Source: an optimization exercise on an open RTL-to-GDS flow (aim: small area and a short achievable clock period). Production flows keep margins and buffers that such runs may drop.
At most, simulation tests tie the RTL to the original design; equivalence was not proved.
Power figures rest on the tool's default switching activity, not on a simulated workload.

Setup of 01-01:
==> flow/design.v (excerpt) <==
module csr_unit #(
    parameter logic [csr_pkg::XLEN-1:0] MSCRATCH_RESET = 32'hb000_0000,
    parameter logic [csr_pkg::XLEN-1:0] HART_ID        = 32'd1,
    parameter logic [63:0]              MTIMECMP_RESET = 64'h0000_0000_8000_0000,
    parameter logic                     MEIE_RESET     = 1'b1
) (
    input  logic                          clk,
    input  logic                          rst_n,
    input  logic                          instruction_vld,
    input  logic [csr_pkg::XLEN-1:0]      instruction_pld,
    input  logic [4:0]                    inst_rd_idx,
    input  logic                          inst_rd_en,
    input  logic [csr_pkg::XLEN-1:0]      rs1_val,
    input  logic [63:0]                   instret,
    input  logic                          trap_vld,
    input  logic [csr_pkg::XLEN-1:0]      trap_pc,
    input  logic [csr_pkg::XLEN-1:0]      trap_cause,
    input  logic [csr_pkg::XLEN-1:0]      trap_tval,
    input  logic                          mret_en,
    input  logic                          intr_meip,
    input  logic                          intr_msip,
    input  logic                          intr_rdy,
    output logic [4:0]                    reg_index,
    output logic                          reg_wr_en,
    output logic [csr_pkg::XLEN-1:0]      reg_val,
    output logic                          intr_vld,
    output logic [csr_pkg::XLEN-1:0]      intr_op,
    output logic [csr_pkg::XLEN-1:0]      mtvec_val,
    output logic [csr_pkg::XLEN-1:0]      mepc_val
);
==> flow/config.mk <==
export PLATFORM = sky130hd
export DESIGN_NAME = csr_unit
export DESIGN_NICKNAME = csr_unit
export VERILOG_FILES = /design/flow/design.v
export SDC_FILE = /design/flow/constraint.sdc
export NUM_CORES = 4
export LEC_CHECK = 0
export CAP_MARGIN = 20
export CORE_MARGIN = 2
export CORE_UTILIZATION = 55
export CTS_BUF_LIST = sky130_fd_sc_hd__clkbuf_8
export CTS_CLUSTER_DIAMETER = 50
export CTS_CLUSTER_SIZE = 12
export SETUP_SLACK_MARGIN = 1.5
export SLEW_MARGIN = 20
==> flow/constraint.sdc <==
create_clock -name core_clock -period 6.0 [get_ports {clk}]
set_input_delay 1.2000 -clock core_clock [delete_from_list [all_inputs] [get_ports {clk}]]
set_output_delay 1.2000 -clock core_clock [all_outputs]
set_load 0.01 [all_outputs]
standard.sh (not shown) runs the stock make flow with config.mk's settings and CLKGATE_MAP_FILE= SYNTH_SCRIPT=/design/flow/synth_recipe.tcl, a recipe that flattens the netlist after the stock synthesis.
==> flow/flow/run.sh <==
#!/bin/bash
# The standard flow's layout, with two changes: abc maps with flow/abc_custom.script,
# and the port buffers are plain buf_1 cells.
set -euo pipefail
export CUSTOM_ABC_SCRIPT="$PWD/flow/abc_custom.script"
bash standard.sh SYNTH_SCRIPT="$PWD/flow/synth_custom.tcl" \
  BUFFER_PORTS_ARGS="-buffer_cell sky130_fd_sc_hd__buf_1" finish > standard_make.log 2>&1
==> flow/flow/abc_custom.script <==
&get -n
&st
&dch
&nf
&st
&syn2
&if -g -K 6
&synch2
&nf
&st
&syn2
&if -g -K 6
&synch2
&nf
&put
strash
dch
map
topo
buffer -c
stime -c
upsize -c
dnsize -c
==> flow/flow/synth_custom.tcl <==
proc synth {args} { yosys synth -nofsm -noshare {*}$args }
proc abc {args} {
  set i [lsearch -exact $args -script]
  if {$i >= 0} { lset args [expr {$i + 1}] $::env(CUSTOM_ABC_SCRIPT) }
  yosys abc {*}$args
}
source $::env(SCRIPTS_DIR)/synth.tcl
# left out here: clear keep_hierarchy, flatten, clean up, hide names made inside functions, write 1_2_yosys.v
## Diff of input files: 02-15 against 01-01
-- flow/design.v --
<<< 01-01, line 99
          a_mtval, a_mip, a_mhartid, a_cyc_lo, a_cyc_hi, a_ins_lo, a_ins_hi,
          a_cmp_lo, a_cmp_hi, a_mcycle, a_mcycleh;
    logic h3, h7, hb, hc, hf;           
    logic m0, m1, m4, m8, mc;           
    logic l0, l1, l2, l3, l4, l5;       
    assign h3 = addr[11:8] == 4'h3;
    assign h7 = addr[11:8] == 4'h7;
    assign hb = addr[11:8] == 4'hb;
    assign hc = addr[11:8] == 4'hc;
    assign hf = addr[11:8] == 4'hf;
    assign m0 = addr[7:4] == 4'h0;
    assign m1 = addr[7:4] == 4'h1;
    assign m4 = addr[7:4] == 4'h4;
    assign m8 = addr[7:4] == 4'h8;
    assign mc = addr[7:4] == 4'hc;
    assign l0 = addr[3:0] == 4'h0;
    assign l1 = addr[3:0] == 4'h1;
    assign l2 = addr[3:0] == 4'h2;
    assign l3 = addr[3:0] == 4'h3;
    assign l4 = addr[3:0] == 4'h4;
    assign l5 = addr[3:0] == 4'h5;
    assign a_mstatus  = h3 & m0 & l0;
    assign a_misa     = h3 & m0 & l1;
    assign a_mie      = h3 & m0 & l4;
    assign a_mtvec    = h3 & m0 & l5;
    assign a_mscratch = h3 & m4 & l0;
    assign a_mepc     = h3 & m4 & l1;
    assign a_mcause   = h3 & m4 & l2;
    assign a_mtval    = h3 & m4 & l3;
    assign a_mip      = h3 & m4 & l4;
    assign a_mhartid  = hf & m1 & l4;
    assign a_mcycle   = hb & m0 & l0;
    assign a_mcycleh  = hb & m8 & l0;
    assign a_cyc_lo   = (hb & m0 & l0) | (hc & m0 & (l0 | l1));
    assign a_cyc_hi   = (hb & m8 & l0) | (hc & m8 & (l0 | l1));
    assign a_ins_lo   = (hb | hc) & m0 & l2;
    assign a_ins_hi   = (hb | hc) & m8 & l2;
    assign a_cmp_lo   = h7 & mc & l0;
    assign a_cmp_hi   = h7 & mc & l1;
    logic [63:0] cycle;
    logic [63:0] cycle_inc;
>>> 02-15, line 99
          a_mtval, a_mip, a_mhartid, a_cyc_lo, a_cyc_hi, a_ins_lo, a_ins_hi,
          a_cmp_lo, a_cmp_hi, a_mcycle, a_mcycleh;
    assign a_mstatus  = addr == 12'h300;
    assign a_misa     = addr == 12'h301;
    assign a_mie      = addr == 12'h304;
    assign a_mtvec    = addr == 12'h305;
    assign a_mscratch = addr == 12'h340;
    assign a_mepc     = addr == 12'h341;
    assign a_mcause   = addr == 12'h342;
    assign a_mtval    = addr == 12'h343;
    assign a_mip      = addr == 12'h344;
    assign a_mhartid  = addr == 12'hf14;
    assign a_mcycle   = addr == 12'hb00;
    assign a_mcycleh  = addr == 12'hb80;
    assign a_cyc_lo   = a_mcycle  | (addr == 12'hc00) | (addr == 12'hc01);
    assign a_cyc_hi   = a_mcycleh | (addr == 12'hc80) | (addr == 12'hc81);
    assign a_ins_lo   = (addr == 12'hb02) | (addr == 12'hc02);
    assign a_ins_hi   = (addr == 12'hb82) | (addr == 12'hc82);
    assign a_cmp_lo   = addr == 12'h7c0;
    assign a_cmp_hi   = addr == 12'h7c1;
    logic [63:0] cycle;
    logic [63:0] cycle_inc;
Results
Die area: higher on 01-01
From 01-01 to 02-15 the numbers moved as follows: synthesized cell count picked up an extra about 1.3%; power density normalized to cell area picked up an extra 2.9%.
Compared with 01-01, 02-15 shows filler-free cell count of the finished design that has gone up slightly.
| post-route fraction of the period consumed by the critical path | 02-15 vs 01-01 | 1.7 points lower |
Only the layout flow was run in 01-01; the RTL was not checked for function there.

-- re-timing with driven ports --
The flow's constraints put no driver on any port. The routed layouts listed below were extracted and timed again, unchanged, in two steps. Step 1 (the two cells are an assumption about what drives the block):
set clk [get_ports {clk}]
set_driving_cell -lib_cell sky130_fd_sc_hd__clkbuf_16 $clk
set_driving_cell -lib_cell sky130_fd_sc_hd__buf_2 [delete_from_list [all_inputs] $clk]
Step 2 times the ports against the registers' clock, not the clock port: input delays grow and output delays shrink by t, the midpoint of the rising clock arrivals with the driver on. a / b / c = ideal / step 1 / step 2; a / b = the first two.
run	shift t [ns]	slack for setup (ns)	latest minus earliest clock arrival (ns)	worst slew at a driven data input, ns
01-01	0.632	1.459 / 1.437 / 1.437	0.052 / 0.052	0.06
02-15	0.625	1.563 / 1.544 / 1.544	0.033 / 0.033	0.06
After both steps setup and hold are still met in every run listed. The setup slack of 01-01, which loses most, moves by -0.022 ns with the drivers and by -0.022 ns with both steps.
